What follows belongs to an exercise in optimizing a design on an open flow for small area, a short achievable clock period and few clock cycles per item; a production flow would make more cautious choices. In this exercise RTL edits were held to simulation tests only and were not proved equivalent to the original.

==> 10-14 <==
## sensor_thp_compensation_top
module sensor_thp_compensation_top (
	input  logic                          clk,
	input  logic                          arst_n,
	input  logic                          s_tvalid,
	output logic                          s_tready,
	input  logic [23:0]                   s_tdata,   
	input  logic [sthp_pkg::CmdW-1:0]     s_tuser,   
	output logic                          m_tvalid,
	input  logic                          m_tready,
	output logic [23:0]                   m_tdata,   
	input  logic                          cfg_valid,
	output logic                          cfg_ready,
	input  logic [sthp_pkg::CfgIdxW-1:0]  cfg_index,
	input  logic [sthp_pkg::CfgDataW-1:0] cfg_data
);
	localparam int DIVK  = 11;             
	localparam int DS    = 7;              
	localparam int NST   = DS + DIVK + 3;  
	localparam int CAP   = NST + 2;        
	localparam int PW    = 5;               
	function automatic logic signed [31:0] sdiv(input logic signed [31:0] x,
		input int unsigned k);
		logic signed [31:0] bias;
		bias = x[31] ? ((32'sd1 <<< k) - 32'sd1) : 32'sd0;
		sdiv = (x + bias) >>> k;
	endfunction
	function automatic logic signed [31:0] sneg(input logic signed [31:0] x,
		input int unsigned k);
		logic [31:0] mask;
		mask = (32'd1 << k) - 32'd1;
		sneg = {31'd0, x[31] && ((x & mask) != 32'd0)};
	endfunction
	logic [47:0] tcal_q;
	logic [63:0] pcal_lo_q, pcal_hi_q, hcal_q;
	logic [15:0] p9_q;
	assign cfg_ready = 1'b1;
	always_ff @(posedge clk or negedge arst_n) begin
		if (!arst_n) begin
			tcal_q    <= '0;
			pcal_lo_q <= '0;
			pcal_hi_q <= '0;
			p9_q      <= '0;
			hcal_q    <= '0;
		end else if (cfg_valid) begin
			unique case (cfg_index)
				REG_TEMP:     tcal_q    <= cfg_data[47:0];
				REG_PRESS_LO: pcal_lo_q <= cfg_data;
				REG_PRESS_HI: pcal_hi_q <= cfg_data;
				REG_PRESS_P9: p9_q      <= cfg_data[15:0];
				REG_HUMID:    hcal_q    <= cfg_data;
				default:      ;
			endcase
		end
	end
	logic        [15:0] t1, p1;
	logic signed [15:0] t2, t3, p2, p3, p4, p5, p6, p7, p8, p9, h2;
	logic        [7:0]  h1, h3;
	logic signed [11:0] h4, h5;
	logic signed [7:0]  h6;
	assign t1 = tcal_q[15:0];
	assign t2 = tcal_q[31:16];
	assign t3 = tcal_q[47:32];
	assign p1 = pcal_lo_q[15:0];
	assign p2 = pcal_lo_q[31:16];
  ...
clock: 20.0 ns
lec_check: 0
abc_area: 1
cap_margin: 40
core_margin: 2
core_utilization: 45
place_density: 0.55
slew_margin: 40
run.sh (not shown) runs the stock make flow with config.mk's settings and CLKGATE_MAP_FILE= SYNTH_SCRIPT=/design/flow/synth_recipe.tcl, a recipe that flattens the netlist after the stock synthesis.
==> 03-20: changes against 10-14 <==
--- a/flow/design.v
+++ b/flow/design.v
@@ -237,34 +237,52 @@
 	logic [31:0]        s6_m;              
 	logic [21:0]        s6_x;              
 	logic [31:0]        s7_nq;             
 	logic signed [16:0] s7_den;            
 	logic               s7_hi;
-	logic [15:0]        dv_rem [DIVK+1];
-	logic [31:0]        dv_nq  [DIVK+1];
-	logic [15:0]        dv_den [DIVK+1];
+	logic [31:0]        dv_nq  [DIVK+1];   
 	logic               dv_hi  [DIVK+1];
 	logic               dv_neg [DIVK+1];   
 	logic               dv_zero[DIVK+1];   
 	logic               dv_qn  [DIVK+1];
 	logic [31:0]        e1_m, e1_x;        
 	logic               e1_zero;
 	logic [31:0]        e2_a, e2_b, e2_x;
 	logic               e2_zero;
+	logic               hold_v;            
+	logic [1:0]         hold_cmd;
+	logic [19:0]        hold_raw;
+	logic [1:0]         in_cmd;
+	logic [19:0]        in_raw;
+	logic               cand, clash, issue;
 	logic signed [17:0] t_a0;
 	logic signed [16:0] t_b0;
 	always_comb begin
-		t_a0 = signed'({1'b0, s_tdata[19:3]}) - signed'({1'b0, t1, 1'b0});
-		t_b0 = signed'({1'b0, s_tdata[19:4]}) - signed'({1'b0, t1});
+		in_cmd = hold_v ? hold_cmd : s_tuser;
+		in_raw = hold_v ? hold_raw : s_tdata[RawW-1:0];
+		cand   = hold_v || acc;
+		clash  = v_q[0] && cmd_q[0] == in_cmd && (in_cmd == CMD_TEMP || in_cmd == CMD_PRESS);
+		issue  = cand && !clash;
+		t_a0 = signed'({1'b0, in_raw[19:3]}) - signed'({1'b0, t1, 1'b0});
+		t_b0 = signed'({1'b0, in_raw[19:4]}) - signed'({1'b0, t1});
 	end
-	logic [31:0]        m1a, m1b;
-	sthp_mul #(.NA(18), .NB(16)) u_m1a (.a(s0_ta), .b(t2), .c('0), .d('0), .e('0), .f('0), .y(m1a));
-	sthp_sqr #(.N(17))           u_m1b (.x(s0_tb), .c('0), .y(m1b));
 	logic signed [31:0] t3_32;
-	logic [31:0]        m2t;
-	assign t3_32 = t3;
-	sthp_mul #(.NA(20), .NB(16)) u_m2t (.a(s1_bx), .b(t3), .c(s1_bs ? t3_32 : '0), .d('0), .e('0), .f('0), .y(m2t));
+	logic               sel_t3;
+	logic signed [19:0] xt;
+	logic signed [15:0] yt;
+	logic [31:0]        ct, mt, m1a, m1b, m2t;
+	always_comb begin
+		t3_32  = t3;
+		sel_t3 = v_q[1] && cmd_q[1] == CMD_TEMP;
+		xt     = sel_t3 ? s1_bx : 20'(s0_ta);
+		yt     = sel_t3 ? t3 : t2;
+		ct     = (sel_t3 && s1_bs) ? t3_32 : '0;
+	end
+	sthp_mul #(.NA(20), .NB(16)) u_mt (.a(xt), .b(yt), .c(ct), .d('0), .e('0), .f('0), .y(mt));
+	assign m1a = mt;
+	assign m2t = mt;
+	sthp_sqr #(.N(17))           u_m1b (.x(s0_tb), .c('0), .y(m1b));
 	logic signed [31:0] pa, pqx, ha, ft32, h4_32, s2tx, ft_t, s2ax32;
 	logic               pqs;
 	logic signed [21:0] x3a, x3b, x3c;
 	logic signed [18:0] y3a, nh5;
 	logic signed [15:0] y3b, y3c;
@@ -398,27 +416,50 @@
 		hbx   = signed'(s6_m) >>> 14;
 		hb7   = hbx[17:0];
 	end
 	sthp_mul #(.NA(18), .NB(17)) u_m7 (.a(hb7), .b(he7), .c('0),
 		.d(sneg(s6_m, 14) != 0 ? he32 : '0), .e('0), .f('0), .y(m7));
-	logic [15:0] dv_rem_n [DIVK];
-	logic [31:0] dv_nq_n  [DIVK];
+	localparam int DIVU = (DIVK + 1) / 2;
+	logic [15:0] lrem_q [DIVU];
+	logic [31:0] lnq_q  [DIVU];
+	logic [15:0] lden_q [DIVU];
+	logic [15:0] lrem_n [DIVU];
+	logic [31:0] lnq_n  [DIVU];
+	logic [DIVU-1:0] lload;                 
 	genvar gi;
 	generate
-		for (gi = 0; gi < DIVK; gi++) begin : g_div
-			sthp_div #(.STEPS(gi < 32 % DIVK ? 32 / DIVK + 1 : 32 / DIVK)) u_div (
-				.rem_i (dv_rem[gi]),
-				.nq_i  (dv_nq[gi]),
-				.den_i (dv_den[gi]),
-				.rem_o (dv_rem_n[gi]),
-				.nq_o  (dv_nq_n[gi])
+		for (gi = 0; gi < DIVU; gi++) begin : g_div
+			sthp_div #(.STEPS(2 * gi < 32 % DIVK ? 32 / DIVK + 1 : 32 / DIVK)) u_div (
+				.rem_i (lrem_q[gi]),
+				.nq_i  (lnq_q[gi]),
+				.den_i (lden_q[gi]),
+				.rem_o (lrem_n[gi]),
+				.nq_o  (lnq_n[gi])
 			);
+			if (gi == 0) begin : g_first
+				assign lload[gi] = v_q[DS-1] && cmd_q[DS-1] == CMD_PRESS;
+			end else begin : g_next
+				assign lload[gi] = v_q[DS+2*gi-1] && cmd_q[DS+2*gi-1] == CMD_PRESS;
+			end
 		end
 	endgenerate
+	always_ff @(posedge clk) begin
+		for (int j = 0; j < DIVU; j++) begin
+			if (j == 0) begin
+				lrem_q[j] <= lload[j] ? 16'd0 : lrem_n[j];
+				lnq_q[j]  <= lload[j] ? p_num : lnq_n[j];
+				if (lload[j])
+					lden_q[j] <= p_a3[15:0];
+			end else begin
+				lrem_q[j] <= lload[j] ? lrem_n[j-1] : lrem_n[j];
+				lnq_q[j]  <= lload[j] ? lnq_n[j-1] : lnq_n[j];
+				if (lload[j])
+					lden_q[j] <= lden_q[j-1];
+			end
+		end
+	end
 	assign dv_nq[0]   = s7_nq;
-	assign dv_rem[0]  = '0;
-	assign dv_den[0]  = s7_den[15:0];
 	assign dv_hi[0]   = s7_hi;
 	assign dv_neg[0]  = s7_den[16];
 	assign dv_zero[0] = s7_den == 0;
 	assign dv_qn[0]   = neg_q;
 	logic [16:0] neg_m;
@@ -499,11 +540,11 @@
 			CMD_TEMP:  res = e2_x[OutW-1:0];
 			default:   res = '0;
 		endcase
 	end
 	always_ff @(posedge clk) begin
-		raw0  <= s_tdata[RawW-1:0];
+		raw0  <= in_raw;
 		s0_ta <= t_a0;
 		s0_tb <= t_b0;
 		raw1  <= raw0;
 		s1_ax <= 21'(signed'(m1a) >>> 11);
 		s1_as <= sneg(m1a, 11) != 0;
@@ -533,13 +574,14 @@
 		s7_nq  <= (cmd_q[6] == CMD_PRESS) ? p_num :
 		          (cmd_q[6] == CMD_HUMID) ? m7 : {14'd0, s6_x[17:0]};
 		s7_den <= p_a3[16:0];
 		s7_hi  <= p_1v[31];
 		for (int i = 0; i < DIVK; i++) begin
-			dv_rem[i+1]  <= dv_rem_n[i];
-			dv_nq[i+1]   <= (cmd_q[DS+i] == CMD_PRESS) ? dv_nq_n[i] : dv_nq[i];
-			dv_den[i+1]  <= dv_den[i];
+			if (i == DIVK - 1)
+				dv_nq[i+1] <= (cmd_q[DS+i] == CMD_PRESS) ? lnq_n[DIVU-1] : dv_nq[i];
+			else
+				dv_nq[i+1] <= dv_nq[i];
 			dv_hi[i+1]   <= dv_hi[i];
 			dv_neg[i+1]  <= dv_neg[i];
 			dv_zero[i+1] <= dv_zero[i];
 			dv_qn[i+1]   <= dv_qn[i];
 		end
@@ -549,28 +591,35 @@
 		e2_a    <= me2a;
 		e2_b    <= me2b;
 		e2_x    <= e1_x;
 		e2_zero <= e1_zero;
 		for (int i = 0; i < NST; i++)
-			cmd_q[i] <= (i == 0) ? s_tuser : cmd_q[i-1];
+			cmd_q[i] <= (i == 0) ? in_cmd : cmd_q[i-1];
 	end
 	logic [OutW-1:0] fifo_q [CAP];
 	logic [PW-1:0]   wp_q, rp_q;
 	logic [PW:0]     fcnt_q;
 	logic            m_tvalid_q;
 	logic            wr;
 	logic [PW:0]     fcnt_n, cnt_n;
+	logic [PW-1:0]   rp_n;
+	logic [OutW-1:0] out_q;                
 	assign wr     = v_q[NST-1];
 	assign fcnt_n = fcnt_q + (wr ? 1 : 0) - (del ? 1 : 0);
 	assign cnt_n  = cnt_q + (acc ? 1 : 0) - (del ? 1 : 0);
+	assign rp_n   = !del ? rp_q : (rp_q == PW'(CAP - 1)) ? '0 : rp_q + 1'b1;
 	always_ff @(posedge clk) begin
 		if (wr)
 			fifo_q[wp_q] <= res;
+		out_q <= (wr && wp_q == rp_n) ? res : fifo_q[rp_n];
 	end
 	always_ff @(posedge clk or negedge arst_n) begin
 		if (!arst_n) begin
 			v_q        <= '0;
+			hold_v     <= 1'b0;
+			hold_cmd   <= '0;
+			hold_raw   <= '0;
 			pa_q       <= -21'sd64000;
 			pqx_q      <= -19'sd16000;
 			pqs_q      <= 1'b0;
 			ha_q       <= -22'sd76800;
 			s_tready_q <= 1'b1;
@@ -578,26 +627,30 @@
 			fcnt_q     <= '0;
 			wp_q       <= '0;
 			rp_q       <= '0;
 			m_tvalid_q <= 1'b0;
 		end else begin
-			v_q <= {v_q[NST-2:0], acc};
+			v_q <= {v_q[NST-2:0], issue};
+			hold_v <= cand && clash;
+			if (!hold_v) begin
+				hold_cmd <= s_tuser;
+				hold_raw <= s_tdata[RawW-1:0];
+			end
 			if (ft_we) begin
 				pa_q  <= pa_n[20:0];
 				pqx_q <= pa_n[20:2];
 				pqs_q <= pa_n[31] && (pa_n[1:0] != 2'd0);
 				ha_q  <= ha_n[21:0];
 			end
 			cnt_q      <= cnt_n;
-			s_tready_q <= cnt_n < CAP;
+			s_tready_q <= cnt_n < CAP && !(cand && clash);
 			fcnt_q     <= fcnt_n;
 			m_tvalid_q <= fcnt_n != 0;
 			if (wr)
 				wp_q <= (wp_q == PW'(CAP - 1)) ? '0 : wp_q + 1'b1;
-			if (del)
-				rp_q <= (rp_q == PW'(CAP - 1)) ? '0 : rp_q + 1'b1;
+			rp_q <= rp_n;
 		end
 	end
 	assign s_tready = s_tready_q;
 	assign m_tvalid = m_tvalid_q;
-	assign m_tdata  = {{(24-OutW){1'b0}}, fifo_q[rp_q]};
+	assign m_tdata  = {{(24-OutW){1'b0}}, out_q};
 endmodule
==> run notes <==
quantity                                                                                      03-20        10-14
Worst setup slack after layout                                                             10100 ps     10290 ps
Cells after Synth                                                                             26030        29070
Wire length of the first global-routing pass                                                1084 mm      1153 mm
Capture point of the worst path                                                            s4_a[30]     s3_a[31]
Clock buf count                                                                                 369          371
Routed length on met2                                                                      309.8 mm     335.6 mm
Die ar.                                                                                  483700 µm²   521300 µm²
Number of flops mapped to enable cells by yosys                                                 510          414
Sequential share of cell area                                                                0.2326       0.2069
Number of logic inverters in the finished layout                                               3899         4318
Number of well taps                                                                            6375         6757
Post-synthesis register bit count                                                              2360         2289
Startpoint of the most critical setup path                                              cmd_q[3][1]  cmd_q[2][0]
Final design instance area without fill                                                  233100 µm²   250100 µm²
Sequential fraction of the synthesis area                                                    0.2519       0.2229
Post-synthesis share of cell area spent on full adders, half adders and majority gates       0.2831       0.2873
Violation count after the first detailed-routing iteration                                    16660        16580
Initial cell density of the core                                                             0.4526       0.4519
Overall routing resource usage                                                               0.2922       0.2844
Number of cells traversed by the worst register-to-register path                                 36           38
Final core area utilization                                                                  0.4903       0.4871
Result of the run                                                          timing/DRC/antenna clean  timing/DRC/antenna clean
Worst r2r dst                                                                              s4_a[30]     s3_a[31]
Area growth syn-to-layout                                                                    8.337%       7.795%
Testbench counts of 10-14, summed over its fixed seeds: cycles 3,392, items 3,200.
Testbench counts of 03-20, summed over its fixed seeds: cycles 3,392, items 3,200.

-- separate check: timing with driven ports --
The flow's constraints put no driver on any port. The routed layouts listed below were extracted and timed again, unchanged, in two steps. Step 1, drivers: a clkbuf_16 drives clk and a buf_2 each remaining input, both assumed. Step 2 also shifts input and output timing later by t, the mid clock arrival at the registers, as if the neighbouring blocks saw the same clock. a / b / c = ideal / step 1 / step 2; a / b = the first two.
run	t, ns	slack for setup (ns)	worst slew at a driven data input, ns	cell pins on the clock port's net
10-14	1.063	10.294 / 10.294 / 10.294	0.06	1
03-20	1.046	10.098 / 10.098 / 10.098	0.13	1
After both steps every run listed still meets setup and hold.
